Source: an optimization exercise on an open RTL-to-GDS flow (aim: small area, a short achievable clock period and few clock cycles per item). Production flows keep margins and buffers that such runs may drop. In this exercise RTL edits were held to simulation tests only and were not proved equivalent to the original.

===== flow/config.mk =====
export PLATFORM = sky130hd
export DESIGN_NAME = ir_volts_to_distance_loglog_core
export DESIGN_NICKNAME = ir_volts_to_distance_loglog_core
export VERILOG_FILES = /design/flow/design.v
export SDC_FILE = /design/flow/constraint.sdc
export NUM_CORES = 4
export LEC_CHECK = 0
export CAP_MARGIN = 20
export CORE_MARGIN = 2
export CORE_UTILIZATION = 40
export SETUP_SLACK_MARGIN = 3.4
export SLEW_MARGIN = 20

===== flow/constraint.sdc =====
create_clock -name core_clock -period 7.0 [get_ports {clk}]
set_input_delay 1.4000 -clock core_clock [delete_from_list [all_inputs] [get_ports {clk}]]
set_output_delay 1.4000 -clock core_clock [all_outputs]
set_load 0.01 [all_outputs]

===== flow/design.v =====
package ivdll_pkg;
    localparam logic [14:0] DIST_MIN  = 15'd2560;
    localparam logic [14:0] DIST_MAX  = 15'd20480;
    localparam logic [1:0] ST_INTERP = 2'd0;
    localparam logic [1:0] ST_FAR    = 2'd1;
    localparam logic [1:0] ST_NEAR   = 2'd2;
    localparam logic [15:0] AV0 = 16'd49152;
    localparam logic [15:0] AV1 = 16'd26214;
    localparam logic [15:0] AV2 = 16'd19661;
    localparam logic [15:0] AV3 = 16'd14746;
    localparam logic [15:0] AV4 = 16'd9830;
    localparam logic [15:0] AV5 = 16'd7373;
    localparam logic [64*27-1:0] LOG_TAB = {
        {16'd64794, 11'd742}, {16'd64047, 11'd747}, {16'd63294, 11'd753}, {16'd62534, 11'd760},
        {16'd61769, 11'd765}, {16'd60997, 11'd772}, {16'd60219, 11'd778}, {16'd59434, 11'd785},
        {16'd58643, 11'd791}, {16'd57845, 11'd798}, {16'd57040, 11'd805}, {16'd56229, 11'd811},
        {16'd55410, 11'd819}, {16'd54584, 11'd826}, {16'd53751, 11'd833}, {16'd52911, 11'd840},
        {16'd52063, 11'd848}, {16'd51207, 11'd856}, {16'd50344, 11'd863}, {16'd49472, 11'd872},
        {16'd48593, 11'd879}, {16'd47705, 11'd888}, {16'd46809, 11'd896}, {16'd45904, 11'd905},
        {16'd44990, 11'd914}, {16'd44068, 11'd922}, {16'd43137, 11'd931}, {16'd42196, 11'd941},
        {16'd41246, 11'd950}, {16'd40286, 11'd960}, {16'd39316, 11'd970}, {16'd38336, 11'd980},
        {16'd37346, 11'd990}, {16'd36346, 11'd1000}, {16'd35334, 11'd1012}, {16'd34312, 11'd1022},
        {16'd33279, 11'd1033}, {16'd32234, 11'd1045}, {16'd31178, 11'd1056}, {16'd30109, 11'd1069},
        {16'd29029, 11'd1080}, {16'd27936, 11'd1093}, {16'd26830, 11'd1106}, {16'd25711, 11'd1119},
        {16'd24579, 11'd1132}, {16'd23433, 11'd1146}, {16'd22272, 11'd1161}, {16'd21098, 11'd1174},
        {16'd19909, 11'd1189}, {16'd18704, 11'd1205}, {16'd17484, 11'd1220}, {16'd16248, 11'd1236},
        {16'd14996, 11'd1252}, {16'd13727, 11'd1269}, {16'd12440, 11'd1287}, {16'd11136, 11'd1304},
        {16'd9814, 11'd1322}, {16'd8473, 11'd1341}, {16'd7112, 11'd1361}, {16'd5732, 11'd1380},
        {16'd4331, 11'd1401}, {16'd2909, 11'd1422}, {16'd1466, 11'd1443}, {16'd0, 11'd1466}
    };
    localparam logic [64*25-1:0] EXP_TAB = {
        {15'd32062, 10'd706}, {15'd31364, 10'd698}, {15'd30673, 10'd691}, {15'd29989, 10'd684},
        {15'd29313, 10'd676}, {15'd28645, 10'd668}, {15'd27983, 10'd662}, {15'd27329, 10'd654},
        {15'd26681, 10'd648}, {15'd26041, 10'd640}, {15'd25408, 10'd633}, {15'd24781, 10'd627},
        {15'd24161, 10'd620}, {15'd23548, 10'd613}, {15'd22941, 10'd607}, {15'd22341, 10'd600},
        {15'd21747, 10'd594}, {15'd21160, 10'd587}, {15'd20579, 10'd581}, {15'd20005, 10'd574},
        {15'd19436, 10'd569}, {15'd18874, 10'd562}, {15'd18317, 10'd557}, {15'd17767, 10'd550},
        {15'd17223, 10'd544}, {15'd16684, 10'd539}, {15'd16152, 10'd532}, {15'd15625, 10'd527},
        {15'd15103, 10'd522}, {15'd14588, 10'd515}, {15'd14078, 10'd510}, {15'd13573, 10'd505},
        {15'd13074, 10'd499}, {15'd12580, 10'd494}, {15'd12091, 10'd489}, {15'd11608, 10'd483},
        {15'd11130, 10'd478}, {15'd10657, 10'd473}, {15'd10190, 10'd467}, {15'd9727, 10'd463},
        {15'd9269, 10'd458}, {15'd8816, 10'd453}, {15'd8368, 10'd448}, {15'd7925, 10'd443},
        {15'd7487, 10'd438}, {15'd7053, 10'd434}, {15'd6624, 10'd429}, {15'd6200, 10'd424},
        {15'd5780, 10'd420}, {15'd5365, 10'd415}, {15'd4954, 10'd411}, {15'd4548, 10'd406},
        {15'd4146, 10'd402}, {15'd3748, 10'd398}, {15'd3355, 10'd393}, {15'd2966, 10'd389},
        {15'd2581, 10'd385}, {15'd2200, 10'd381}, {15'd1823, 10'd377}, {15'd1451, 10'd372},
        {15'd1082, 10'd369}, {15'd718, 10'd364}, {15'd357, 10'd361}, {15'd0, 10'd357}
    };
endpackage
module ivdll_lerp #(
    parameter int BASE_W = 16,
    parameter int DIFF_W = 11,
    parameter int FRAC_W = 9,
    parameter int OUT_W  = 17
) (
    input  logic [BASE_W-1:0] base,
    input  logic [DIFF_W-1:0] diff,
    input  logic [FRAC_W-1:0] frac,
    output logic [OUT_W-1:0]  result
);
    localparam int SUM_W = OUT_W + FRAC_W;
    logic [SUM_W-1:0] sum;
    assign sum    = (SUM_W'(base) << FRAC_W) + SUM_W'(diff) * SUM_W'(frac)
                  + (SUM_W'(1) << (FRAC_W - 1));
    assign result = sum[SUM_W-1:FRAC_W];
endmodule
module ir_volts_to_distance_loglog_core (
    input  logic        clk,
    input  logic        rst_n,
    input  logic        cfg_we,
    input  logic        cfg_index,
    input  logic [15:0] cfg_data,
    input  logic        sample_valid,
    output logic        sample_ready,
    input  logic [15:0] voltage,
    output logic        result_valid,
    input  logic        result_ready,
    output logic [14:0] distance,
    output logic [1:0]  range_status
);
    localparam int NS = 10;
    logic [15:0] far_thr_reg;
    logic [15:0] near_thr_reg;
    always_ff @(posedge clk or negedge rst_n)
    begin
        if (!rst_n)
        begin
            far_thr_reg  <= 16'd6554;
            near_thr_reg <= 16'd45875;
        end
        else if (cfg_we)
        begin
            if (cfg_index == 1'b0)
                far_thr_reg  <= cfg_data;
            else
                near_thr_reg <= cfg_data;
        end
    end
    logic [NS:1] vld_reg;
    logic        adv;
    logic        skid_vld_reg;
    logic [15:0] skid_v_reg;
    logic        in_vld;
    logic [15:0] v_in;
    assign adv    = result_ready || !vld_reg[NS];
    assign in_vld = skid_vld_reg || sample_valid;
    assign v_in   = skid_vld_reg ? skid_v_reg : voltage;
    always_ff @(posedge clk or negedge rst_n)
    begin
        if (!rst_n)
        begin
            vld_reg      <= '0;
            skid_vld_reg <= 1'b0;
        end
        else
        begin
            if (adv)
                vld_reg <= {vld_reg[NS-1:1], in_vld};
            if (adv)
                skid_vld_reg <= 1'b0;
            else if (sample_valid)
                skid_vld_reg <= 1'b1;
        end
    end
    always_ff @(posedge clk)
    begin
        if (!adv && !skid_vld_reg)
            skid_v_reg <= voltage;
    end
    assign sample_ready = !skid_vld_reg;
    assign result_valid = vld_reg[NS];
    logic [1:0]  st_next;
    logic [2:0]  seg_next;
    logic [14:0] f_next;
    always_comb
    begin
        if (v_in <= far_thr_reg)
            st_next = ivdll_pkg::ST_FAR;
        else if (v_in >= near_thr_reg)
            st_next = ivdll_pkg::ST_NEAR;
        else if (v_in > ivdll_pkg::AV0)
            st_next = ivdll_pkg::ST_NEAR;
        else if (v_in < ivdll_pkg::AV5)
            st_next = ivdll_pkg::ST_FAR;
        else
            st_next = ivdll_pkg::ST_INTERP;
        if (v_in >= ivdll_pkg::AV1)
            seg_next = 3'd0;
        else if (v_in >= ivdll_pkg::AV2)
            seg_next = 3'd1;
        else if (v_in >= ivdll_pkg::AV3)
            seg_next = 3'd2;
        else if (v_in >= ivdll_pkg::AV4)
            seg_next = 3'd3;
        else
            seg_next = 3'd4;
        if (v_in[15])
            f_next = v_in[14:0];
        else if (v_in[14])
            f_next = {v_in[13:0], 1'b0};
        else if (v_in[13])
            f_next = {v_in[12:0], 2'b0};
        else
            f_next = {v_in[11:0], 3'b0};
    end
    logic [2:0]  s1_seg_reg;
    logic [14:0] s1_f_reg;
    logic [1:0]  s1_st_reg;
    always_ff @(posedge clk)
    begin
        if (adv)
        begin
            s1_seg_reg <= seg_next;
            s1_f_reg   <= f_next;
            s1_st_reg  <= st_next;
        end
    end
    logic [26:0] ltab;
    assign ltab = ivdll_pkg::LOG_TAB[s1_f_reg[14:9]*27 +: 27];
    logic [2:0]  s2_seg_reg;
    logic [15:0] s2_base_reg;
    logic [10:0] s2_diff_reg;
    logic [8:0]  s2_r_reg;
    logic [1:0]  s2_st_reg;
    always_ff @(posedge clk)
    begin
        if (adv)
        begin
            s2_seg_reg  <= s1_seg_reg;
            s2_base_reg <= ltab[26:11];
            s2_diff_reg <= ltab[10:0];
            s2_r_reg    <= s1_f_reg[8:0];
            s2_st_reg   <= s1_st_reg;
        end
    end
    logic [24:0] kc;
    always_comb
    begin
        case (s2_seg_reg)
            3'd0: kc = 25'd18582782;
            3'd1: kc = 25'd21705470;
            3'd2: kc = 25'd7780606;
            3'd3: kc = 25'd27409662;
            default: kc = 25'd7778046;
        endcase
    end
    logic [24:0] la_r0;
    assign la_r0 = 25'({~({11{s2_r_reg[0]}} & s2_diff_reg)}) << 0;
    logic [24:0] la_r1;
    assign la_r1 = 25'({~({11{s2_r_reg[1]}} & s2_diff_reg)}) << 1;
    logic [24:0] la_r2;
    assign la_r2 = 25'({~({11{s2_r_reg[2]}} & s2_diff_reg)}) << 2;
    logic [24:0] la_r3;
    assign la_r3 = 25'({~({11{s2_r_reg[3]}} & s2_diff_reg)}) << 3;
    logic [24:0] la_r4;
    assign la_r4 = 25'({~({11{s2_r_reg[4]}} & s2_diff_reg)}) << 4;
    logic [24:0] la_r5;
    assign la_r5 = 25'({~({11{s2_r_reg[5]}} & s2_diff_reg)}) << 5;
    logic [24:0] la_r6;
    assign la_r6 = 25'({~({11{s2_r_reg[6]}} & s2_diff_reg)}) << 6;
    logic [24:0] la_r7;
    assign la_r7 = 25'({~({11{s2_r_reg[7]}} & s2_diff_reg)}) << 7;
    logic [24:0] la_r8;
    assign la_r8 = 25'({~({11{s2_r_reg[8]}} & s2_diff_reg)}) << 8;
    logic [24:0] la_r9;
    assign la_r9 = 25'({~s2_base_reg}) << 9;
    logic [24:0] la_r10;
    assign la_r10 = kc;
    logic [24:0] la_l1s0;
    logic [24:0] la_l1c0;
    logic [24:0] la_l1m0;
    assign la_l1s0 = la_r0 ^ la_r1 ^ la_r2;
    assign la_l1m0 = (la_r0 & la_r1) | (la_r0 & la_r2) | (la_r1 & la_r2);
    assign la_l1c0 = {la_l1m0[23:0], 1'b0};
    logic [24:0] la_l1s1;
    logic [24:0] la_l1c1;
    logic [24:0] la_l1m1;
    assign la_l1s1 = la_r3 ^ la_r4 ^ la_r5;
    assign la_l1m1 = (la_r3 & la_r4) | (la_r3 & la_r5) | (la_r4 & la_r5);
    assign la_l1c1 = {la_l1m1[23:0], 1'b0};
    logic [24:0] la_l1s2;
    logic [24:0] la_l1c2;
    logic [24:0] la_l1m2;
    assign la_l1s2 = la_r6 ^ la_r7 ^ la_r8;
    assign la_l1m2 = (la_r6 & la_r7) | (la_r6 & la_r8) | (la_r7 & la_r8);
    assign la_l1c2 = {la_l1m2[23:0], 1'b0};
    logic [24:0] la_l2s0;
    logic [24:0] la_l2c0;
    logic [24:0] la_l2m0;
    assign la_l2s0 = la_l1s0 ^ la_l1c0 ^ la_l1s1;
    assign la_l2m0 = (la_l1s0 & la_l1c0) | (la_l1s0 & la_l1s1) | (la_l1c0 & la_l1s1);
    assign la_l2c0 = {la_l2m0[23:0], 1'b0};
    logic [24:0] la_l2s1;
    logic [24:0] la_l2c1;
    logic [24:0] la_l2m1;
    assign la_l2s1 = la_l1c1 ^ la_l1s2 ^ la_l1c2;
    assign la_l2m1 = (la_l1c1 & la_l1s2) | (la_l1c1 & la_l1c2) | (la_l1s2 & la_l1c2);
    assign la_l2c1 = {la_l2m1[23:0], 1'b0};
    logic [24:0] la_l3s0;
    logic [24:0] la_l3c0;
    logic [24:0] la_l3m0;
    assign la_l3s0 = la_l2s0 ^ la_l2c0 ^ la_l2s1;
    assign la_l3m0 = (la_l2s0 & la_l2c0) | (la_l2s0 & la_l2s1) | (la_l2c0 & la_l2s1);
    assign la_l3c0 = {la_l3m0[23:0], 1'b0};
    logic [24:0] la_l3s1;
    logic [24:0] la_l3c1;
    logic [24:0] la_l3m1;
    assign la_l3s1 = la_l2c1 ^ la_r9 ^ la_r10;
    assign la_l3m1 = (la_l2c1 & la_r9) | (la_l2c1 & la_r10) | (la_r9 & la_r10);
    assign la_l3c1 = {la_l3m1[23:0], 1'b0};
    logic [24:0] la_l4s0;
    logic [24:0] la_l4c0;
    logic [24:0] la_l4m0;
    assign la_l4s0 = la_l3s0 ^ la_l3c0 ^ la_l3s1;
    assign la_l4m0 = (la_l3s0 & la_l3c0) | (la_l3s0 & la_l3s1) | (la_l3c0 & la_l3s1);
    assign la_l4c0 = {la_l4m0[23:0], 1'b0};
    logic [24:0] la_l5s0;
    logic [24:0] la_l5c0;
    logic [24:0] la_l5m0;
    assign la_l5s0 = la_l4s0 ^ la_l4c0 ^ la_l3c1;
    assign la_l5m0 = (la_l4s0 & la_l4c0) | (la_l4s0 & la_l3c1) | (la_l4c0 & la_l3c1);
    assign la_l5c0 = {la_l5m0[23:0], 1'b0};
    logic [2:0]  s3_seg_reg;
    logic [24:0] s3_s_reg;
    logic [24:0] s3_c_reg;
    logic [1:0]  s3_st_reg;
    always_ff @(posedge clk)
    begin
        if (adv)
        begin
            s3_seg_reg <= s2_seg_reg;
            s3_s_reg   <= la_l5s0;
            s3_c_reg   <= la_l5c0;
            s3_st_reg  <= s2_st_reg;
        end
    end
    logic [24:0] dl_sum;
    logic [15:0] dl_next;
    assign dl_sum  = s3_s_reg + s3_c_reg;
    assign dl_next = dl_sum[24:9];
    logic [2:0]  s4_seg_reg;
    logic        s4_sg0_reg;
    logic        s4_sg1_reg;
    logic        s4_sg01_reg;
    logic [15:0] s4_dl_reg;
    logic [1:0]  s4_st_reg;
    always_ff @(posedge clk)
    begin
        if (adv)
        begin
            s4_seg_reg  <= s3_seg_reg;
            s4_sg0_reg  <= (s3_seg_reg == 3'd0);
            s4_sg1_reg  <= (s3_seg_reg == 3'd1);
            s4_sg01_reg <= (s3_seg_reg == 3'd0) || (s3_seg_reg == 3'd1);
            s4_dl_reg   <= dl_next;
            s4_st_reg   <= s3_st_reg;
        end
    end
    logic [28:0] sl_r0;
    assign sl_r0 = 29'(s4_dl_reg) << 12;
    logic [28:0] sl_r1;
    assign sl_r1 = {29{s4_sg01_reg}} & (29'(s4_dl_reg) << 7);
    logic [28:0] sl_r2;
    assign sl_r2 = {29{s4_sg01_reg}} & (29'(s4_dl_reg) << 2);
    logic [28:0] sl_r3;
    assign sl_r3 = {29{s4_sg01_reg}} & 29'(s4_dl_reg);
    logic [28:0] sl_r4;
    assign sl_r4 = ({29{s4_sg0_reg}} & (29'(s4_dl_reg) << 8)) | ({29{s4_sg1_reg}} & (29'(s4_dl_reg) << 10));
    logic [28:0] sl_r5;
    assign sl_r5 = ({29{s4_sg0_reg}} & (29'(s4_dl_reg) << 5)) | ({29{s4_sg1_reg}} & (29'(s4_dl_reg) << 9));
    logic [28:0] sl_r6;
    assign sl_r6 = {29{s4_sg1_reg}} & (29'(s4_dl_reg) << 3);
    logic [28:0] sl_r7;
    assign sl_r7 = 29'd2048;
    logic [28:0] sl_l1s0;
    logic [28:0] sl_l1c0;
    logic [28:0] sl_l1m0;
    assign sl_l1s0 = sl_r0 ^ sl_r1 ^ sl_r2;
    assign sl_l1m0 = (sl_r0 & sl_r1) | (sl_r0 & sl_r2) | (sl_r1 & sl_r2);
    assign sl_l1c0 = {sl_l1m0[27:0], 1'b0};
    logic [28:0] sl_l1s1;
    logic [28:0] sl_l1c1;
    logic [28:0] sl_l1m1;
    assign sl_l1s1 = sl_r3 ^ sl_r4 ^ sl_r5;
    assign sl_l1m1 = (sl_r3 & sl_r4) | (sl_r3 & sl_r5) | (sl_r4 & sl_r5);
    assign sl_l1c1 = {sl_l1m1[27:0], 1'b0};
    logic [28:0] sl_l2s0;
    logic [28:0] sl_l2c0;
    logic [28:0] sl_l2m0;
    assign sl_l2s0 = sl_l1s0 ^ sl_l1c0 ^ sl_l1s1;
    assign sl_l2m0 = (sl_l1s0 & sl_l1c0) | (sl_l1s0 & sl_l1s1) | (sl_l1c0 & sl_l1s1);
    assign sl_l2c0 = {sl_l2m0[27:0], 1'b0};
    logic [28:0] sl_l2s1;
    logic [28:0] sl_l2c1;
    logic [28:0] sl_l2m1;
    assign sl_l2s1 = sl_l1c1 ^ sl_r6 ^ sl_r7;
    assign sl_l2m1 = (sl_l1c1 & sl_r6) | (sl_l1c1 & sl_r7) | (sl_r6 & sl_r7);
    assign sl_l2c1 = {sl_l2m1[27:0], 1'b0};
    logic [28:0] sl_l3s0;
    logic [28:0] sl_l3c0;
    logic [28:0] sl_l3m0;
    assign sl_l3s0 = sl_l2s0 ^ sl_l2c0 ^ sl_l2s1;
    assign sl_l3m0 = (sl_l2s0 & sl_l2c0) | (sl_l2s0 & sl_l2s1) | (sl_l2c0 & sl_l2s1);
    assign sl_l3c0 = {sl_l3m0[27:0], 1'b0};
    logic [28:0] sl_l4s0;
    logic [28:0] sl_l4c0;
    logic [28:0] sl_l4m0;
    assign sl_l4s0 = sl_l3s0 ^ sl_l3c0 ^ sl_l2c1;
    assign sl_l4m0 = (sl_l3s0 & sl_l3c0) | (sl_l3s0 & sl_l2c1) | (sl_l3c0 & sl_l2c1);
    assign sl_l4c0 = {sl_l4m0[27:0], 1'b0};
    logic [2:0]  s5_seg_reg;
    logic [28:0] s5_s_reg;
    logic [28:0] s5_c_reg;
    logic [1:0]  s5_st_reg;
    always_ff @(posedge clk)
    begin
        if (adv)
        begin
            s5_seg_reg <= s4_seg_reg;
            s5_s_reg   <= sl_l4s0;
            s5_c_reg   <= sl_l4c0;
            s5_st_reg  <= s4_st_reg;
        end
    end
    logic [28:0] delta_sum;
    logic [16:0] delta_next;
    assign delta_sum  = s5_s_reg + s5_c_reg;
    assign delta_next = delta_sum[28:12];
    logic [2:0]  s6_seg_reg;
    logic [16:0] s6_delta_reg;
    logic [1:0]  s6_st_reg;
    always_ff @(posedge clk)
    begin
        if (adv)
        begin
            s6_seg_reg   <= s5_seg_reg;
            s6_delta_reg <= delta_next;
            s6_st_reg    <= s5_st_reg;
        end
    end
    logic [24:0] etab;
    assign etab = ivdll_pkg::EXP_TAB[s6_delta_reg[15:10]*25 +: 25];
    logic [2:0]  s7_seg_reg;
    logic        s7_ip_reg;
    logic [14:0] s7_base_reg;
    logic [9:0]  s7_diff_reg;
    logic [9:0]  s7_r_reg;
    logic [1:0]  s7_st_reg;
    always_ff @(posedge clk)
    begin
        if (adv)
        begin
            s7_seg_reg  <= s6_seg_reg;
            s7_ip_reg   <= s6_delta_reg[16];
            s7_base_reg <= etab[24:10];
            s7_diff_reg <= etab[9:0];
            s7_r_reg    <= s6_delta_reg[9:0];
            s7_st_reg   <= s6_st_reg;
        end
    end
    logic [25:0] le_r0;
    assign le_r0 = 26'({10{s7_r_reg[0]}} & s7_diff_reg) << 0;
    logic [25:0] le_r1;
    assign le_r1 = 26'({10{s7_r_reg[1]}} & s7_diff_reg) << 1;
    logic [25:0] le_r2;
    assign le_r2 = 26'({10{s7_r_reg[2]}} & s7_diff_reg) << 2;
    logic [25:0] le_r3;
    assign le_r3 = 26'({10{s7_r_reg[3]}} & s7_diff_reg) << 3;
    logic [25:0] le_r4;
    assign le_r4 = 26'({10{s7_r_reg[4]}} & s7_diff_reg) << 4;
    logic [25:0] le_r5;
    assign le_r5 = 26'({10{s7_r_reg[5]}} & s7_diff_reg) << 5;
    logic [25:0] le_r6;
    assign le_r6 = 26'({10{s7_r_reg[6]}} & s7_diff_reg) << 6;
    logic [25:0] le_r7;
    assign le_r7 = 26'({10{s7_r_reg[7]}} & s7_diff_reg) << 7;
    logic [25:0] le_r8;
    assign le_r8 = 26'({10{s7_r_reg[8]}} & s7_diff_reg) << 8;
    logic [25:0] le_r9;
    assign le_r9 = 26'({10{s7_r_reg[9]}} & s7_diff_reg) << 9;
    logic [25:0] le_r10;
    assign le_r10 = {1'b0, s7_base_reg, 10'd512};
    logic [25:0] le_l1s0;
    logic [25:0] le_l1c0;
    logic [25:0] le_l1m0;
    assign le_l1s0 = le_r0 ^ le_r1 ^ le_r2;
    assign le_l1m0 = (le_r0 & le_r1) | (le_r0 & le_r2) | (le_r1 & le_r2);
    assign le_l1c0 = {le_l1m0[24:0], 1'b0};
    logic [25:0] le_l1s1;
    logic [25:0] le_l1c1;
    logic [25:0] le_l1m1;
    assign le_l1s1 = le_r3 ^ le_r4 ^ le_r5;
    assign le_l1m1 = (le_r3 & le_r4) | (le_r3 & le_r5) | (le_r4 & le_r5);
    assign le_l1c1 = {le_l1m1[24:0], 1'b0};
    logic [25:0] le_l1s2;
    logic [25:0] le_l1c2;
    logic [25:0] le_l1m2;
    assign le_l1s2 = le_r6 ^ le_r7 ^ le_r8;
    assign le_l1m2 = (le_r6 & le_r7) | (le_r6 & le_r8) | (le_r7 & le_r8);
    assign le_l1c2 = {le_l1m2[24:0], 1'b0};
    logic [25:0] le_l2s0;
    logic [25:0] le_l2c0;
    logic [25:0] le_l2m0;
    assign le_l2s0 = le_l1s0 ^ le_l1c0 ^ le_l1s1;
    assign le_l2m0 = (le_l1s0 & le_l1c0) | (le_l1s0 & le_l1s1) | (le_l1c0 & le_l1s1);
    assign le_l2c0 = {le_l2m0[24:0], 1'b0};
    logic [25:0] le_l2s1;
    logic [25:0] le_l2c1;
    logic [25:0] le_l2m1;
    assign le_l2s1 = le_l1c1 ^ le_l1s2 ^ le_l1c2;
    assign le_l2m1 = (le_l1c1 & le_l1s2) | (le_l1c1 & le_l1c2) | (le_l1s2 & le_l1c2);
    assign le_l2c1 = {le_l2m1[24:0], 1'b0};
    logic [25:0] le_l3s0;
    logic [25:0] le_l3c0;
    logic [25:0] le_l3m0;
    assign le_l3s0 = le_l2s0 ^ le_l2c0 ^ le_l2s1;
    assign le_l3m0 = (le_l2s0 & le_l2c0) | (le_l2s0 & le_l2s1) | (le_l2c0 & le_l2s1);
    assign le_l3c0 = {le_l3m0[24:0], 1'b0};
    logic [25:0] le_l3s1;
    logic [25:0] le_l3c1;
    logic [25:0] le_l3m1;
    assign le_l3s1 = le_l2c1 ^ le_r9 ^ le_r10;
    assign le_l3m1 = (le_l2c1 & le_r9) | (le_l2c1 & le_r10) | (le_r9 & le_r10);
    assign le_l3c1 = {le_l3m1[24:0], 1'b0};
    logic [25:0] le_l4s0;
    logic [25:0] le_l4c0;
    logic [25:0] le_l4m0;
    assign le_l4s0 = le_l3s0 ^ le_l3c0 ^ le_l3s1;
    assign le_l4m0 = (le_l3s0 & le_l3c0) | (le_l3s0 & le_l3s1) | (le_l3c0 & le_l3s1);
    assign le_l4c0 = {le_l4m0[24:0], 1'b0};
    logic [25:0] le_l5s0;
    logic [25:0] le_l5c0;
    logic [25:0] le_l5m0;
    assign le_l5s0 = le_l4s0 ^ le_l4c0 ^ le_l3c1;
    assign le_l5m0 = (le_l4s0 & le_l4c0) | (le_l4s0 & le_l3c1) | (le_l4c0 & le_l3c1);
    assign le_l5c0 = {le_l5m0[24:0], 1'b0};
    logic [4:0]  s8_k_reg;
    logic        s8_far_reg;
    logic        s8_near_reg;
    logic        s8_ip_reg;
    logic [25:0] s8_s_reg;
    logic [25:0] s8_c_reg;
    logic [1:0]  s8_st_reg;
    always_ff @(posedge clk)
    begin
        if (adv)
        begin
            s8_k_reg    <= 5'(1) << s7_seg_reg;
            s8_far_reg  <= (s7_st_reg == ivdll_pkg::ST_FAR);
            s8_near_reg <= (s7_st_reg == ivdll_pkg::ST_NEAR);
            s8_ip_reg   <= s7_ip_reg && (s7_st_reg == ivdll_pkg::ST_INTERP);
            s8_s_reg    <= le_l5s0;
            s8_c_reg    <= le_l5c0;
            s8_st_reg   <= s7_st_reg;
        end
    end
    logic [25:0] exm_sum;
    logic [15:0] exm;
    logic [4:0]  k;
    logic [16:0] ex;
    logic [22:0] ex23;
    logic [22:0] op_a_next;
    logic [22:0] op_b_next;
    logic        neg_next;
    assign exm_sum = s8_s_reg + s8_c_reg;
    always_comb
    begin
        if (s8_far_reg)
        begin
            k   = 5'b10000;
            exm = 16'd10922;
        end
        else if (s8_near_reg)
        begin
            k   = 5'b00001;
            exm = 16'd0;
        end
        else if (s8_ip_reg)
        begin
            k   = 5'b00001;
            exm = 16'd32768;
        end
        else
        begin
            k   = s8_k_reg;
            exm = exm_sum[25:10];
        end
    end
    assign ex   = {exm[15], !exm[15], exm[14:0]};
    assign ex23 = 23'(ex);
    assign op_a_next = ({23{k[0]}} & (ex23 << 2))
                     | ({23{k[1]}} & (ex23 << 3))
                     | ({23{k[2] | k[3]}} & (ex23 << 4))
                     | ({23{k[4]}} & (ex23 << 5));
    assign op_b_next = ({23{k[0]}} & ex23)
                     | ({23{k[1]}} & (ex23 << 1))
                     | ({23{k[2]}} & ~ex23)
                     | ({23{k[3]}} & (ex23 << 2))
                     | ({23{k[4]}} & ~(ex23 << 1));
    assign neg_next  = k[2] || k[4];
    logic [22:0] s9_op_a_reg;
    logic [22:0] s9_op_b_reg;
    logic        s9_neg_reg;
    logic [1:0]  s9_st_reg;
    always_ff @(posedge clk)
    begin
        if (adv)
        begin
            s9_op_a_reg <= op_a_next;
            s9_op_b_reg <= op_b_next;
            s9_neg_reg  <= neg_next;
            s9_st_reg   <= s8_st_reg;
        end
    end
    logic [22:0] m_sum;
    logic [14:0] dist_next;
    assign m_sum     = s9_op_a_reg + s9_op_b_reg + {17'd0, 1'b1, 4'd0, s9_neg_reg};
    assign dist_next = m_sum[20:6];
    logic [14:0] dist_reg;
    logic [1:0]  st_out_reg;
    always_ff @(posedge clk)
    begin
        if (adv)
        begin
            dist_reg   <= dist_next;
            st_out_reg <= s9_st_reg;
        end
    end
    assign distance     = dist_reg;
    assign range_status = st_out_reg;
endmodule

===== flow/flow/run.sh =====
#!/bin/bash
# The standard layout (the standard.sh: ORFS from synthesis to the final
# layout, unchanged synthesis), with two placement/CTS options changed:
# ports are buffered with buf_2 cells, and CTS inserts no dummy loads.
set -euo pipefail
bash standard.sh \
    'BUFFER_PORTS_ARGS=-buffer_cell sky130_fd_sc_hd__buf_2' \
    'CTS_ARGS=-sink_clustering_enable -repair_clock_nets -dont_use_dummy_load' \
    finish > standard_flow.log 2>&1

===== flow/standard.sh =====
#!/bin/bash
# synth_recipe.tcl (not shown) runs the flow's synth.tcl, then flattens the netlist and writes it again
# the make line also repeats each setting of config.mk as NAME=value (left out here)
make -C /OpenROAD-flow-scripts/flow DESIGN_CONFIG=/design/flow/config.mk WORK_HOME=/design/flow/orfs CLKGATE_MAP_FILE= SYNTH_SCRIPT=/design/flow/synth_recipe.tcl "${@:-finish}"

==> results.toml, run 1 <==
[clock_tree]
cts.htree.levels = 2
cts_tree = "done"
clk_latency_ns = 0.63
clk_pin_slew_ns = 0.06
clockBufferDepth = 3
cts_root_buf = "clkbuf_16"
clock_sinks = 410
numCtsBuffers = 50

[yosys]
synth_warnings = 1
synth-xor-area-share_pct = 1.672
synthesis.area_um2 = 30300
synth-simple-area-share_pct = 11.84
syn_area_per_cell_um2 = 10.75
synth_flop_cell = "edfxtp_1"
synth.largest_area_cell = "edfxtp_1"
syn_nets = 3349
synth-compound-area-share_pct = 12.15
synth_edf_count = 367
muxShareOfSynthArea_pct = 2.804
syn_inst = 2818
yosysMostFrequentCell = "edfxtp_1"
async_reset_ff_share_pct = 10.49
synthTopCellsByCount = "edfxtp_1, nand2_1, inv_1"
yosys.area.top_type_share_pct = 36.37
synth_cell_types = 88
yosysSeqAreaShare_pct = 39.99
synthAdderAreaFrac_pct = 25.94
synth_top_family_by_area = "adder cells"
synthTopCellsByArea = "edfxtp_1, fa_1, ha_1"
ys_seq_elements = 410

[worst_setup_path]
worst-path-buf-inv = 5
cp_max_fo = 8
path_class = "flop to flop"
endpoint_kind = "flop"
crit_chain = "buf_4 -> nand2_2 -> fa_1 -> inv_1 -> fa_1 -> inv_2 -> fa_1 -> inv_1 -> fa_1 -> fa_1 -> inv_1"
cpPeakStageDelay_ns = 0.54
crit_slowest_cell = "fa_1"
cp.required_ns = 7.31
timing.rr.start = "s2_diff_reg[8]$_DFFE_PN_"
worst_ep_arrival_time_ns = 3.91
worstSetupStartpoint = "s2_diff_reg[8]$_DFFE_PN_"
cp-start-kind = "flop"
crit_family = "adder cells"
crit_path_frequent_cell = "fa_1"

[place]
placed_cells = 3721
gp_congestion = 0.8821
portBuffers = 56
hpwl_um = 50070

[global_route]
grt_use_total_pct = 17.76
grt_pass1_vias = 20980
grt_max_degree = 182
antenna_found_initial = 0
grt_first_pass_wirelength_um = 112100
overflow = 0

[detailed_routing]
post_drt_wl_per_cell_um = 17.92
drt_iter0_drc = 1748
routed-via-count = 20890
drc_errors = 0
drt_first_pass_iters = 6
antenna_left = 0
via_per_inst = 5.442
drt_wl_total_um = 68800

[status]
status = "timing/DRC/antenna clean"

[floorplan]
dieArea_um2 = 77980
initial_core_util_pct = 40.57
rows = 100
pin_count = 57
die-width_um = 279.2
die-height_um = 279.2
core_area_um2 = 74700

[timing]
fin_skew_ns = 0.08788
drv_slew = 0
max_freq_ghz = 0.2775
period_share_pct = 51.48
min_period_ns = 3.604
rsz0062_at_grt = "yes"
hold_ws_ns = 0.4001
hold_viol_final = 0
slew_headroom_pct = 28.81
setup_violations = 0
finalSetupTns_ns = 0
worstMarginPinSlew_ns = 1.064

[flow_run]
drv_cap = 0

[final_layout]
nets = 3403
antenna_cells = 0
largest_register_ffs = 24
layout-drive-gt1-share_pct = 10.98
fin_cells = 3839
fillers = 6865
area_growth_pct = 10.05

[worst_hold_path]
hold_start = "s6_delta_reg[16]$_DFFE_PN_"
hold_path_class = "flop to flop"
## layer usage
| layer | part of all wire [%] | global-route usage (%) |
|---|---|---|
| met2 | 48 | 29.54 |
| met1 | 45 | 24.16 |
| met3 | 4.8 | 2.393 |
| met4 | 2.8 | 5.404 |
| met5 | 0 | 0 |
## placed cells by master, fill, tap and decap left out, types with 11 or more instances in the layout
| master | Yosys | routed |
|---|---|---|
| o22ai_1 | 17 | 17 |
| a21o_1 | 36 | 36 |
| nand4_1 | 14 | 14 |
| nand3_1 | 45 | 45 |
| nand2_1 | 314 | 308 |
| a22oi_1 | 12 | 12 |
| edfxtp_1 | 367 | 367 |
| a211oi_1 | 32 | 32 |
| o21a_1 | 13 | 13 |
| nor2b_1 | 17 | 16 |
| a311oi_1 | 14 | 14 |
| dfrtp_1 | 27 | 26 |
| nor3_1 | 23 | 23 |
| and2_1 | 127 | 118 |
| dfstp_2 | 16 | 16 |
| buf_4 | 0 | 69 |
| buf_6 | 1 | 11 |
| nand2b_1 | 21 | 20 |
| fa_1 | 224 | 213 |
| o211ai_1 | 29 | 29 |
| mux2_2 | 27 | 27 |
| clkbuf_16 | 0 | 50 |
| xor2_1 | 15 | 15 |
| a21oi_1 | 153 | 152 |
| o21ai_0 | 138 | 138 |
| ha_1 | 269 | 269 |
| xnor2_1 | 41 | 41 |
| a31oi_1 | 22 | 20 |
| fa_2 | 0 | 11 |
| mux2i_1 | 32 | 30 |
| buf_2 | 2 | 56 |
| inv_1 | 305 | 298 |
| nor2_1 | 164 | 163 |
## stage by stage
step,util (%),area [um2],setup slack (ns)
after floorplan,-,30330,3.422
after global placement,42.07,31420,2.974
after detailed placement,42.07,31420,2.926
after CTS,44.11,32950,3.363
after global routing,44.64,33350,3.267
final,44.64,33350,3.396
## cells by family after synthesis
| logic type | after synthesis |
|---|---|
| muxes | 69 |
| buffers and inverters | 448 |
| xor gates and xnor gates | 57 |
| DFF | 410 |
| and+or+nand+nor | 770 |
| adders and majority gates | 494 |
| AOI/OAI and AO/OA | 570 |
## final timing paths
kind                                               to  slack, ns  depth (start not counted)
min in group asynchronous  far_thr_reg[9]$_DFFE_PN0P_       0.94                          1
max                             s3_s_reg[8]$_DFFE_PN_       3.40                         11
min                               s7_ip_reg$_DFFE_PN_       0.40                          0
max in group asynchronous    skid_vld_reg$_DFFE_PN0P_       5.42                          1
min reg2reg                       s7_ip_reg$_DFFE_PN_       0.40                          0
max reg2reg                     s3_s_reg[8]$_DFFE_PN_       3.40                         11
## what timing repair did
item                                    4_1_cts  5_1_grt
resized for setup                             8       43
hold endpoints to repair                      0        0
pin swaps                                    10       36
hold buffers                                  0        0
setup buffers                                34       34
endpoints found under the setup margin       10       42
## final cells by class
class | instances | area (um2) | share of cell area [%]
well taps | 969 | 1212 | 3.636
inverters | 309 | 1167 | 3.501
flip-flops and latches | 410 | 12120 | 36.34
multi-input cells | 1960 | 16590 | 49.75
clock buffers | 50 | 1251 | 3.752
repair buffers | 141 | 1007 | 3.020
Testbench counts, summed over its fixed seeds: cycles 16,080, items 16,000.
==> run 2, diff against run 1 <==
--- a/flow/config.mk
+++ b/flow/config.mk
@@ -10,3 +10,2 @@
 export CORE_UTILIZATION = 40
-export SETUP_SLACK_MARGIN = 3.4
 export SLEW_MARGIN = 20
==> run 2 against run 1 <==
  * Flip-flop and latch count unchanged
  * Maximum frequency down 3.5%
  * Synthesized cell count unchanged
  * Final area down 2.1%
  * Routed wire length down 1.9%
  * First-iteration DRC count up 0.17%
  * Critical endpoint is now s1_st_reg[1]$_SDFFCE_PP0N_
  * Highest routed layer unchanged
==> results.toml, run 2 <==
[status]
status = "timing/DRC/antenna clean"

[yosys]
synth_top_family_by_area = "adder cells"
yosysMostFrequentCell = "edfxtp_1"
synthTopCellsByArea = "edfxtp_1, fa_1, ha_1"
syn_inst = 2818
syn_nets = 3349
async_reset_ff_share_pct = 10.49
ys_seq_elements = 410
synth-simple-area-share_pct = 11.84
muxShareOfSynthArea_pct = 2.804
synthAdderAreaFrac_pct = 25.94
synth_warnings = 1
yosysSeqAreaShare_pct = 39.99
synthesis.area_um2 = 30300
synth_cell_types = 88
synth-compound-area-share_pct = 12.15
syn_area_per_cell_um2 = 10.75
yosys.area.top_type_share_pct = 36.37
synth_edf_count = 367
synth-xor-area-share_pct = 1.672
synth.largest_area_cell = "edfxtp_1"
synth_flop_cell = "edfxtp_1"
synthTopCellsByCount = "edfxtp_1, nand2_1, inv_1"

[flow_run]
drv_cap = 0

[timing]
finalSetupTns_ns = 0
slew_headroom_pct = 32.53
drv_slew = 0
min_period_ns = 3.736
period_share_pct = 53.36
setup_violations = 0
fin_skew_ns = 0.07472
worstMarginPinSlew_ns = 1.012
max_freq_ghz = 0.2677
hold_viol_final = 0
rsz0062_at_grt = "no"

[place]
hpwl_um = 49920
placed_area_um2 = 31430
gp_congestion = 0.8804
portBuffers = 56
placed_cells = 3722

[global_route]
overflow = 0
antenna_found_initial = 0
grt_max_degree = 136
grt_pass1_vias = 20920
grt_first_pass_wirelength_um = 111700
grt_use_total_pct = 17.56

[detailed_routing]
routed-via-count = 20630
post_drt_wl_per_cell_um = 17.91
drc_errors = 0
via_per_inst = 5.472
drt_wl_total_um = 67500
drt_first_pass_iters = 5
drt_iter0_drc = 1751
antenna_left = 0

[floorplan]
dieArea_um2 = 77980
pin_count = 57
die-height_um = 279.2
core_area_um2 = 74700
initial_core_util_pct = 40.57
rows = 100
die-width_um = 279.2

[worst_setup_path]
path_class = "flop to flop"
cp.depth = 12
worst-path-buf-inv = 1
endpoint_kind = "flop"
cpPeakStageDelay_ns = 1.00
timing.rr.start = "skid_vld_reg$_DFFE_PN0P_"
cp_max_fo = 19
crit_path_frequent_cell = "a21o_1"
crit_chain = "mux2i_1 -> inv_1 -> ha_1 -> a21o_1 -> a21o_1 -> a21o_1 -> a21oi_1 -> nor2b_1 -> o21ai_0 -> nand2_1 -> o221ai_1 -> nor2_1"
timing.rr.end = "s1_st_reg[1]$_SDFFCE_PP0N_"
cp-start-kind = "flop"
worst_ep_arrival_time_ns = 4.08
crit_slowest_cell = "dfrtp_1"
rr_worst_depth = 12
ff2ff_setup_slack_ns = 3.26
worstSetupStartpoint = "skid_vld_reg$_DFFE_PN0P_"
cp.required_ns = 7.35
crit_family = "compound AO/OA/AOI/OAI gates"

[clock_tree]
postCtsSetupBuffers = 0
numCtsBuffers = 48
cts.htree.levels = 2
cts_tree = "done"
clk_pin_slew_ns = 0.06
clockBufferDepth = 3
cts_root_buf = "clkbuf_16"
clk_latency_ns = 0.60
cts_hold_buf = 0
cts_resized = 0
clock_sinks = 410

[worst_hold_path]
hold_depth = 0
hold_path_end = "s7_r_reg[0]$_DFFE_PN_"
hold_start = "s6_delta_reg[0]$_DFFE_PN_"
hold_path_class = "flop to flop"

[final_layout]
fillers = 6991
final_area_um2 = 32630
post-route-util_pct = 43.69
fin_cells = 3770
layout-drive-gt1-share_pct = 7.319
largest_register_ffs = 24
final_cell_mix = "edfxtp_1, nand2_1, inv_1"
final_common_cell = "edfxtp_1"
area_growth_pct = 7.688
antenna_cells = 0
nets = 3334

[pwr]
run 2: cell counts after synthesis:
No cell type changed its count.
run 2: per-layer routing:
| metal | global-route usage [%] | share of wire (%) | up-vias |
|---|---|---|---|
| li1 | - | - | 9761 |
| met1 | 24.16 | 45 | 10130 |
| met2 | 28.74 | 47 | 617 |
| met3 | 2.376 | 5.2 | 119 |
| met4 | 5.597 | 2.8 | 0 |
| met5 | 0 | 0 | - |
run 2: kinds of logic (layout without fill, tap and decap cells):
| kind of cell | count (synthesis) | count (layout) |
|---|---|---|
| compound gates | 570 | 570 |
| xor+xnor | 57 | 57 |
| fa+ha+maj | 494 | 494 |
| buf+inv | 448 | 431 |
| flops | 410 | 410 |
| mux | 69 | 69 |
| simple gates | 770 | 770 |
run 2: how the worst max path moves through the flow:
stage	slack [ns]	endpoint
2_1_floorplan	1.30	skid_v_reg[0]$_DFFE_PP_
3_3_place_gp	2.88	s1_st_reg[1]$_SDFFCE_PP0N_
3_5_place_dp	2.90	s1_st_reg[1]$_SDFFCE_PP0N_
4_1_cts	3.23	s1_st_reg[1]$_SDFFCE_PP0N_
5_1_grt	2.92	s1_st_reg[1]$_SDFFCE_PP0N_
6_report	3.26	s1_st_reg[1]$_SDFFCE_PP0N_
run 2: cell type report:
class	count	area, um2	area share [%]
Timing Repair Buffer	74	440.4	1.350
Tap cell	969	1212	3.715
Inverter	309	1160	3.554
Multi-Input combinational cell	1960	16500	50.57
Clock buffer	48	1201	3.681
Sequential cell	410	12120	37.13
run 2: per-stage QoR:
stage	hold slack [ns]	setup WS (ns)
after floorplan	0.4003	1.304
after global placement	0.4030	2.877
after detailed placement	0.4045	2.904
after CTS	0.4077	3.227
after global routing	0.4114	2.922
final	0.4112	3.264
==> run 3, diff against run 2 <==
==> flow/flow/run.sh (replaced) <==
#!/bin/bash
# The standard layout (the standard.sh: ORFS from synthesis to the final
# layout), with these options changed: adders are mapped with Yosys's default
# Brent-Kung carry lookahead instead of Kogge-Stone, ports are buffered with
# buf_2 cells, and CTS inserts no dummy loads and clusters up to 40 sinks.
set -euo pipefail
bash standard.sh \
    'SYNTH_OPERATIONS_ARGS=-booth' \
    'BUFFER_PORTS_ARGS=-buffer_cell sky130_fd_sc_hd__buf_2' \
    'CTS_ARGS=-sink_clustering_enable -repair_clock_nets -dont_use_dummy_load -sink_clustering_size 40' \
    finish > standard_flow.log 2>&1
==> run 3 against run 2 <==
  * Routed wire length about the same
  * Maximum frequency is 5.3% lower
  * Flip-flop and latch count stayed put
  * Critical path type unchanged
  * First-iteration DRC count is 13% lower
  * Critical path depth rose by 1
  * Clock skew increased by 0.015 ns
==> results.toml, run 3 <==
[clock_tree]
cts_root_buf = "clkbuf_16"
cts.htree.levels = 2
clockBufferDepth = 3
clk_pin_slew_ns = 0.06
postCtsSetupBuffers = 0
cts_hold_buf = 0
clock_sinks = 410
cts_tree = "done"
clk_latency_ns = 0.60
cts_resized = 0
numCtsBuffers = 47

[timing]
rsz0062_at_grt = "no"
period_share_pct = 56.33
fin_skew_ns = 0.08945
worstMarginPinSlew_ns = 1.016
slew_headroom_pct = 32.01
hold_viol_final = 0
drv_slew = 0
max_freq_ghz = 0.2536
min_period_ns = 3.943
finalSetupTns_ns = 0
setup_ws_ns = 3.057
setup_violations = 0

[yosys]
synth_flop_cell = "edfxtp_1"
synth_warnings = 1
synth_edf_count = 367
synthesis.area_um2 = 30520
yosys.area.top_type_share_pct = 36.11
syn_inst = 2772
yosysSeqAreaShare_pct = 39.70
synthTopCellsByArea = "edfxtp_1, fa_1, ha_1"
synth.largest_area_cell = "edfxtp_1"
synth_cell_types = 79
syn_area_per_cell_um2 = 11.01
async_reset_ff_share_pct = 10.49
synthTopCellsByCount = "edfxtp_1, inv_1, ha_1"
syn_nets = 3332
yosysMostFrequentCell = "edfxtp_1"
ys_seq_elements = 410

[floorplan]
die-height_um = 280.2
pin_count = 57
die-width_um = 280.2
dieArea_um2 = 78530
core_area_um2 = 75700
initial_core_util_pct = 40.32
rows = 101

[detailed_routing]
drt_iter0_drc = 1524
antenna_left = 0
post_drt_wl_per_cell_um = 18.00
drt_first_pass_iters = 6
drt_wl_total_um = 67560
routed-via-count = 20160
drc_errors = 0
via_per_inst = 5.369

[final_layout]
fillers = 6995
antenna_cells = 0
nets = 3338
largest_register_ffs = 24
final_common_cell = "edfxtp_1"
layout-drive-gt1-share_pct = 7.709
final_cell_mix = "edfxtp_1, inv_1, ha_1"
area_growth_pct = 7.772

[global_route]
overflow = 0
grt_first_pass_wirelength_um = 111100
antenna_found_initial = 0
grt_max_degree = 181
grt_pass1_vias = 20830
grt_use_total_pct = 17.51

[place]
gp_congestion = 0.8921
portBuffers = 56
hpwl_um = 50690
dp_slack_ns = 2.836

[worst_setup_path]
path_class = "flop to flop"
worst_ep_arrival_time_ns = 4.26
cp.required_ns = 7.32
cp-start-kind = "flop"
endpoint_kind = "flop"
cp_max_fo = 7

[flow_run]
drv_cap = 0

[status]
status = "timing/DRC/antenna clean"

[worst_hold_path]
hold_path_class = "flop to flop"
run 3: cell type report:
type	instances	area [um2]	area share, %
clock buffers	47	1176	3.576
multi-input cells	1886	16600	50.46
well taps	978	1224	3.720
repair buffers	72	425.4	1.293
flip-flops and latches	410	12120	36.84
inverters	361	1355	4.119
run 3: final timing paths:
| kind | startpoint | to | slack [ns] | cells after the start |
|---|---|---|---|---|
| hold reg to reg | s6_delta_reg[8]$_DFFE_PN_ | s7_r_reg[8]$_DFFE_PN_ | 0.36 | 0 |
| min in group asynchronous | rst_n | far_thr_reg[13]$_DFFE_PN0P_ | 0.94 | 1 |
| max in group asynchronous | rst_n | far_thr_reg[9]$_DFFE_PN0P_ | 5.48 | 1 |
| hold / removal | s6_delta_reg[8]$_DFFE_PN_ | s7_r_reg[8]$_DFFE_PN_ | 0.36 | 0 |
| setup reg to reg | s8_s_reg[7]$_DFFE_PN_ | s9_op_b_reg[9]$_DFFE_PN_ | 3.06 | 13 |
| setup / recovery | s8_s_reg[7]$_DFFE_PN_ | s9_op_b_reg[9]$_DFFE_PN_ | 3.06 | 13 |
run 3: through the flow:
step / std cells / utilization [%] / cell area [um2] / hold slack [ns]
CTS: 3754 / 43.45 / 32890 / 0.3457
floorplan: 2772 / - / 30530 / 0.4003
detailed placement: 3707 / 41.89 / 31710 / 0.4045
global route: 3754 / 43.46 / 32890 / 0.3760
global placement: 3707 / 41.89 / 31710 / 0.4016
finish: 3754 / 43.46 / 32890 / 0.3643
run 3: kinds of logic after synthesis:
logic type / Yosys count / synth area share, %
muxes: 58 / 2.579
AOI/OAI and AO/OA: 552 / 11.56
DFF: 410 / 39.70
buffers and inverters: 476 / 5.973
xor gates and xnor gates: 38 / 1.090
adders and majority gates: 523 / 27.65
and+or+nand+nor: 715 / 11.44
run 3: critical path, cell delays in order, from the launching register on:
cell       delay, ns
edfxtp_1        0.36
ha_1            0.29
a31o_2          0.24
a21oi_1         0.20
o21ai_1         0.16
a31oi_1         0.30
nor2b_1         0.14
o21a_1          0.20
o41a_1          0.33
fa_1            0.56
a22oi_1         0.23
nor2_1          0.07
a2111oi_0       0.39
o21ai_0         0.18
run 3: per-layer routing:
metal	share of wire [%]	GRT usage [%]	wire length, um	vias to the layer above
met5	0	0	0	-
met4	2.6	5.210	1735	0
met3	4.6	2.606	3102	116
met2	48	29.54	32720	489
met1	44	23.35	30010	9979
li1	-	-	-	9573
==> run 4, diff against run 3 <==
--- a/flow/design.v
+++ b/flow/design.v
@@ -101,8 +101,3 @@
     logic        skid_vld_reg;
-    logic [15:0] skid_v_reg;
-    logic        in_vld;
-    logic [15:0] v_in;
-    assign adv    = result_ready || !vld_reg[NS];
-    assign in_vld = skid_vld_reg || sample_valid;
-    assign v_in   = skid_vld_reg ? skid_v_reg : voltage;
+    assign adv = result_ready || !vld_reg[NS];
     always_ff @(posedge clk or negedge rst_n)
@@ -117,3 +112,3 @@
             if (adv)
-                vld_reg <= {vld_reg[NS-1:1], in_vld};
+                vld_reg <= {vld_reg[NS-1:1], skid_vld_reg || sample_valid};
             if (adv)
@@ -124,7 +119,2 @@
     end
-    always_ff @(posedge clk)
-    begin
-        if (!adv && !skid_vld_reg)
-            skid_v_reg <= voltage;
-    end
     assign sample_ready = !skid_vld_reg;
@@ -136,9 +126,9 @@
     begin
-        if (v_in <= far_thr_reg)
+        if (voltage <= far_thr_reg)
             st_next = ivdll_pkg::ST_FAR;
-        else if (v_in >= near_thr_reg)
+        else if (voltage >= near_thr_reg)
             st_next = ivdll_pkg::ST_NEAR;
-        else if (v_in > ivdll_pkg::AV0)
+        else if (voltage > ivdll_pkg::AV0)
             st_next = ivdll_pkg::ST_NEAR;
-        else if (v_in < ivdll_pkg::AV5)
+        else if (voltage < ivdll_pkg::AV5)
             st_next = ivdll_pkg::ST_FAR;
@@ -146,9 +136,9 @@
             st_next = ivdll_pkg::ST_INTERP;
-        if (v_in >= ivdll_pkg::AV1)
+        if (voltage >= ivdll_pkg::AV1)
             seg_next = 3'd0;
-        else if (v_in >= ivdll_pkg::AV2)
+        else if (voltage >= ivdll_pkg::AV2)
             seg_next = 3'd1;
-        else if (v_in >= ivdll_pkg::AV3)
+        else if (voltage >= ivdll_pkg::AV3)
             seg_next = 3'd2;
-        else if (v_in >= ivdll_pkg::AV4)
+        else if (voltage >= ivdll_pkg::AV4)
             seg_next = 3'd3;
@@ -156,10 +146,22 @@
             seg_next = 3'd4;
-        if (v_in[15])
-            f_next = v_in[14:0];
-        else if (v_in[14])
-            f_next = {v_in[13:0], 1'b0};
-        else if (v_in[13])
-            f_next = {v_in[12:0], 2'b0};
+        if (voltage[15])
+            f_next = voltage[14:0];
+        else if (voltage[14])
+            f_next = {voltage[13:0], 1'b0};
+        else if (voltage[13])
+            f_next = {voltage[12:0], 2'b0};
         else
-            f_next = {v_in[11:0], 3'b0};
+            f_next = {voltage[11:0], 3'b0};
+    end
+    logic [2:0]  skid_seg_reg;
+    logic [14:0] skid_f_reg;
+    logic [1:0]  skid_st_reg;
+    always_ff @(posedge clk)
+    begin
+        if (!adv && !skid_vld_reg)
+        begin
+            skid_seg_reg <= seg_next;
+            skid_f_reg   <= f_next;
+            skid_st_reg  <= st_next;
+        end
     end
@@ -172,5 +174,5 @@
         begin
-            s1_seg_reg <= seg_next;
-            s1_f_reg   <= f_next;
-            s1_st_reg  <= st_next;
+            s1_seg_reg <= skid_vld_reg ? skid_seg_reg : seg_next;
+            s1_f_reg   <= skid_vld_reg ? skid_f_reg : f_next;
+            s1_st_reg  <= skid_vld_reg ? skid_st_reg : st_next;
         end
==> flow/flow/run.sh (replaced) <==
#!/bin/bash
# The standard layout (the standard.sh: ORFS from synthesis to the final
# layout, unchanged synthesis), with two placement/CTS options changed:
# ports are buffered with buf_2 cells, and CTS inserts no dummy loads.
set -euo pipefail
bash standard.sh \
    'BUFFER_PORTS_ARGS=-buffer_cell sky130_fd_sc_hd__buf_2' \
    'CTS_ARGS=-sink_clustering_enable -repair_clock_nets -dont_use_dummy_load' \
    finish > standard_flow.log 2>&1
--- a/flow/config.mk
+++ b/flow/config.mk
@@ -10,2 +10,3 @@
 export CORE_UTILIZATION = 40
+export SETUP_SLACK_MARGIN = 3.6
 export SLEW_MARGIN = 20
==> run 4 against run 3 <==
  * Final cell count grew 3.0%
  * Still clean
  * Via count grew 3.8%
  * Global-route usage grew 0.18 points
  * Critical endpoint is now s3_s_reg[10]$_DFFE_PN_
==> results.toml, run 4 <==
[floorplan]
die-width_um = 280.4
core_area_um2 = 75820
dieArea_um2 = 78610
die-height_um = 280.4
rows = 101
pin_count = 57
initial_core_util_pct = 40.29

[worst_setup_path]
cp.required_ns = 7.28
timing.rr.end = "s3_s_reg[10]$_DFFE_PN_"
endpoint_kind = "flop"
cp-start-kind = "flop"
worst_ep_arrival_time_ns = 3.92
path_class = "flop to flop"
timing.rr.start = "s2_r_reg[6]$_DFFE_PN_"
ff2ff_setup_slack_ns = 3.36
rr_worst_depth = 9
cp_max_fo = 7

[detailed_routing]
antenna_left = 0
top_layer_used = "met4"
via_per_inst = 5.411
drc_errors = 0
drt_first_pass_iters = 6
wl_met1_um = 31380
drt_wl_total_um = 69580
drt_iter0_drc = 1604
post_drt_wl_per_cell_um = 18.00
routed-via-count = 20910
met3_length_um = 3476
wl_met2_um = 32930

[final_layout]
layout-drive-gt1-share_pct = 14.13
final_cell_mix = "edfxtp_1, nand2_1, inv_1"
nets = 3420
post-route-util_pct = 44.57
seq_area_um2 = 12240
multi_input_area_um2 = 16900
largest_register_ffs = 24
area_growth_pct = 10.62
fillers = 7012
antenna_cells = 0
final_common_cell = "edfxtp_1"

[yosys]
synth.largest_area_cell = "edfxtp_1"
synthTopCellsByCount = "edfxtp_1, nand2_1, inv_1"
syn_nets = 3360
syn_area_per_cell_um2 = 10.80
yosys.area.top_type_share_pct = 36.46
synthTopCellsByArea = "edfxtp_1, fa_1, ha_1"
synth_warnings = 1
synth_edf_count = 371
async_reset_ff_share_pct = 10.39
synthesis.area_um2 = 30550
yosysSeqAreaShare_pct = 40.05
syn_inst = 2829
yosysMostFrequentCell = "edfxtp_1"
ys_seq_elements = 414
synth_flop_cell = "edfxtp_1"
synth_cell_types = 86

[timing]
finalSetupTns_ns = 0
min_period_ns = 3.638
drv_slew = 0
period_share_pct = 51.97
rsz0062_at_grt = "yes"
hold_viol_final = 0
setup_violations = 0
max_freq_ghz = 0.2749
slew_headroom_pct = 24.88
hold_ws_ns = 0.4121
worstMarginPinSlew_ns = 1.118
fin_skew_ns = 0.04981

[clock_tree]
clk_latency_ns = 0.58
cts_root_buf = "clkbuf_16"
numCtsBuffers = 47
clock_sinks = 414
clockBufferDepth = 3
clk_pin_slew_ns = 0.06
cts.htree.levels = 2
cts_tree = "done"

[status]
status = "timing/DRC/antenna clean"

[global_route]
grt_use_total_pct = 17.69
antenna_found_initial = 0
grt_first_pass_wirelength_um = 112200
overflow = 0
grt_max_degree = 188
grt_pass1_vias = 20990

[worst_hold_path]
hold_path_class = "flop to flop"
hold_start = "s8_st_reg[1]$_DFFE_PN_"
hold_path_end = "s9_st_reg[1]$_DFFE_PN_"
hold_depth = 0

[place]
portBuffers = 56
hpwl_um = 50490
gp_congestion = 0.8671

[flow_run]
drv_cap = 0
-- run 4: cell families after synthesis --
logic type	after synthesis	share of synthesized area (%)
muxes	80	3.342
and+or+nand+nor	790	12.19
xor gates and xnor gates	54	1.573
DFF	414	40.05
adders and majority gates	494	25.73
AOI/OAI and AO/OA	554	11.59
buffers and inverters	443	5.533
-- run 4: worst max path at each step --
stage / depth (start not counted) / end / startpoint
finish: 9 / s3_s_reg[10]$_DFFE_PN_ / s2_r_reg[6]$_DFFE_PN_
CTS: 9 / s3_s_reg[8]$_DFFE_PN_ / s2_r_reg[3]$_DFFE_PN_
global placement: 10 / s3_s_reg[8]$_DFFE_PN_ / s2_r_reg[1]$_DFFE_PN_
global route: 10 / s3_s_reg[8]$_DFFE_PN_ / s2_r_reg[6]$_DFFE_PN_
detailed placement: 10 / s3_s_reg[8]$_DFFE_PN_ / s2_r_reg[6]$_DFFE_PN_
floorplan: 10 / s3_s_reg[8]$_DFFE_PN_ / s2_r_reg[3]$_DFFE_PN_
-- run 4: metrics by stage --
step / instances / cell area, um2 / setup WS (ns)
final: 3865 / 33800 / 3.362
after global routing: 3865 / 33800 / 3.260
after CTS: 3837 / 33350 / 3.380
after detailed placement: 3733 / 31660 / 3.291
after global placement: 3733 / 31660 / 3.342
after floorplan: 2829 / 30680 / 3.571
-- run 4: worst max-delay path: stages (launching register included) --
cell and delay, ns:
edfxtp_1 0.55, buf_4 0.19, nand2_2 0.06, fa_1 0.49, fa_1 0.51, inv_2 0.04
fa_1 0.50, fa_1 0.54, inv_1 0.06, fa_2 0.44
-- run 4: layer usage --
layer  vias to the layer above  track usage [%]
met5                         -                0
met4                         0            5.265
met3                       113            2.307
met2                       557            28.88
met1                     10290            24.61
li1                       9959                -
-- run 4: layout make-up --
class                   count  share of cell area, %
multi-input cells        1972                  50.01
flip-flops and latches    414                  36.21
well taps                 978                  3.621
clock buffers              47                  3.480
repair buffers            155                  3.362
inverters                 299                  3.321
-- run 4: timing repair --
action                     4_1_cts  5_1_grt
hold buffers                     0        0
gates resized for setup         33       78
setup endpoints to repair       38       48
buffers inserted                57       28
pin swaps                       24       49
Testbench counts of run 4, summed over its fixed seeds: cycles 16,080, items 16,000.
==> run 5, diff against run 4 <==
--- a/flow/config.mk
+++ b/flow/config.mk
@@ -10,3 +10,3 @@
 export CORE_UTILIZATION = 40
-export SETUP_SLACK_MARGIN = 3.6
+export SETUP_SLACK_MARGIN = 3.8
 export SLEW_MARGIN = 20
==> run 5 against run 4 <==
  * Global-route usage is 0.22 points higher
  * Core utilization increased by 1.0 points
  * Routed wire length up 1.5%
  * Synthesized area unchanged
  * Non-clock buffer count grew 42
  * Clock skew grew 0.014 ns
  * Synthesized cell count did not move
==> results.toml, run 5 <==
[status]
status = "timing/DRC/antenna clean"

[floorplan]
pin_count = 57
core_area_um2 = 75820
initial_core_util_pct = 40.29
die-height_um = 280.4
die-width_um = 280.4
dieArea_um2 = 78610
rows = 101

[global_route]
grt_max_degree = 183
use_met1_pct = 24.21
use_met3_pct = 3.264
antenna_found_initial = 0
grt.busiest_layer = "met2"
grt_pass1_vias = 21230
grt_use_total_pct = 17.92
overflow = 0
grtUsageMet2_pct = 29.13
grt_first_pass_wirelength_um = 113400

[final_layout]
largest_register_ffs = 24
layout-drive-gt1-share_pct = 18.62
antenna_cells = 0
final_common_cell = "edfxtp_1"
post-route-util_pct = 45.60
fin_cells = 3910
nets = 3465
fillers = 6906
final_area_um2 = 34580
area_growth_pct = 13.17
final_cell_mix = "edfxtp_1, nand2_1, inv_1"

[clock_tree]
cts_tree = "done"
cts_hold_buf = 0
clockBufferDepth = 3
clock_sinks = 414
numCtsBuffers = 49
clk_latency_ns = 0.59
clk_pin_slew_ns = 0.06
cts_root_buf = "clkbuf_16"
cts.htree.levels = 2

[yosys]
syn_nets = 3360
yosysMostFrequentCell = "edfxtp_1"
yosys.area.top_type_share_pct = 36.46
synthesis.area_um2 = 30550
synth_cell_types = 86
synthTopCellsByCount = "edfxtp_1, nand2_1, inv_1"
synthTopCellsByArea = "edfxtp_1, fa_1, ha_1"
synth_edf_count = 371
synth.largest_area_cell = "edfxtp_1"
yosysSeqAreaShare_pct = 40.05
syn_area_per_cell_um2 = 10.80
async_reset_ff_share_pct = 10.39
ys_seq_elements = 414
synth_warnings = 1
synth_flop_cell = "edfxtp_1"
syn_inst = 2829

[timing]
hold_ws_ns = 0.3876
worstMarginPinSlew_ns = 1.016
rsz0062_at_grt = "yes"
hold_viol_final = 0
setup_ws_ns = 3.401
drv_slew = 0
slew_headroom_pct = 32.00
setup_violations = 0
fin_skew_ns = 0.06365
max_freq_ghz = 0.2779
finalSetupTns_ns = 0
min_period_ns = 3.599
period_share_pct = 51.41

[place]
placed_cells = 3729
hpwl_um = 50250
placed_area_um2 = 31720
portBuffers = 56
dp_slack_ns = 3.347
gp_congestion = 0.8683

[detailed_routing]
drc_errors = 0
post_drt_wl_per_cell_um = 18.06
antenna_left = 0
drt_first_pass_iters = 5
drt_wl_total_um = 70610
drt_iter0_drc = 1550
via_per_inst = 5.374
routed-via-count = 21010

[worst_setup_path]
cpPeakStageDelay_ns = 0.52
endpoint_kind = "flop"
path_class = "flop to flop"
crit_chain = "buf_6 -> buf_6 -> and2_4 -> fa_1 -> inv_2 -> fa_2 -> fa_1 -> inv_1 -> fa_2 -> inv_2 -> fa_2"
crit_path_frequent_cell = "fa_2"
cp-start-kind = "flop"
cp.required_ns = 7.30
worst_ep_arrival_time_ns = 3.90
crit_slowest_cell = "fa_2"
cp_max_fo = 4

[flow_run]
drv_cap = 0

[worst_hold_path]
hold_path_class = "flop to flop"
[run 5: cell counts after synthesis]
No cell type changed its count.
[run 5: worst max-delay path, delay by kind of cell, from the launching register on]
kind	cells	cell delay, ns
buffers and inverters	5	0.41
adder cells (fa/ha/maj)	5	2.27
flip-flops	1	0.50
AND/OR/NAND/NOR	1	0.15
[run 5: cells by family (layout without fill, tap and decap cells)]
family	count (synthesis)	after routing	share of synthesized area, %
mux	80	80	3.342
xor+xnor	54	54	1.573
simple gates	790	790	12.19
fa+ha+maj	494	494	25.73
compound gates	554	554	11.59
buf+inv	443	546	5.533
flops	414	414	40.05
[run 5: area by class of cell]
class / instances / area [um2] / share of cell area (%)
timing repair inverter: 1 / 5.005 / 0.01447
inverter: 299 / 1126 / 3.257
sequential: 414 / 12240 / 35.39
clock buffer: 49 / 1226 / 3.546
timing repair buffer: 197 / 1531 / 4.429
multi-input combinational: 1972 / 17230 / 49.82
tap: 978 / 1224 / 3.539
[run 5: final timing paths]
| path | startpoint | end | slack, ns | cells past startpoint |
|---|---|---|---|---|
| worst max-delay path | s2_r_reg[8]$_DFFE_PN_ | s3_s_reg[16]$_DFFE_PN_ | 3.40 | 11 |
| worst min-delay path | s6_delta_reg[6]$_DFFE_PN_ | s7_r_reg[6]$_DFFE_PN_ | 0.39 | 0 |
| worst max register to register | s2_r_reg[8]$_DFFE_PN_ | s3_s_reg[16]$_DFFE_PN_ | 3.40 | 11 |
| worst min register to register | s6_delta_reg[6]$_DFFE_PN_ | s7_r_reg[6]$_DFFE_PN_ | 0.39 | 0 |
| max in group asynchronous | rst_n | far_thr_reg[0]$_DFFE_PN0P_ | 5.46 | 1 |
| min in group asynchronous | rst_n | near_thr_reg[11]$_DFFE_PN0P_ | 0.95 | 1 |
[run 5: metal layers]
layer	share of wire, %	wire length (um)
met5	0	0
met4	3.0	2151
met3	5.7	4038
met2	47	33390
met1	44	31020
[run 5: repair_timing]
item,CTS,global route
gates cloned,1,2
gates resized for setup,106,105
buffers inserted,102,26
pin swaps,79,77
endpoints found under the setup margin,92,76

port drivers added, routing unchanged:
How much do the figures lean on ideal ports? The routed layouts below were timed once more, with nothing changed but the port constraints. Step 1 (the two cells are an assumption about what drives the block):
set clk [get_ports {clk}]
set_driving_cell -lib_cell sky130_fd_sc_hd__clkbuf_16 $clk
set_driving_cell -lib_cell sky130_fd_sc_hd__buf_2 [delete_from_list [all_inputs] $clk]
Step 2 moves the port delays by t, midway between the first and last clock arrival at a register: inputs arrive t later, outputs are due t later. That takes back most of the time a late clock gives input paths. Slacks: ideal ports / drivers / drivers and shift; pairs: ideal ports / drivers.
run	shift t [ns]	slack for setup (ns)	clock arrival spread, ns	worst register clock-pin slew, ns	worst data-port slew with drivers (ns)
run 1	0.639	3.396 / 3.396 / 2.965	0.103 / 0.104	0.06 / 0.06	0.06
run 2	0.625	3.264 / 3.264 / 2.948	0.079 / 0.079	0.06 / 0.06	0.06
run 3	0.616	3.057 / 3.057 / 2.860	0.092 / 0.092	0.06 / 0.06	0.04
run 4	0.621	3.362 / 3.362 / 3.362	0.058 / 0.058	0.06 / 0.06	0.06
run 5	0.619	3.401 / 3.401 / 3.401	0.066 / 0.066	0.06 / 0.06	0.05
After both steps every run listed still meets setup and hold. For run 1, which loses most, drivers alone change the setup slack by 0.000 ns; drivers and shift together by -0.431 ns.
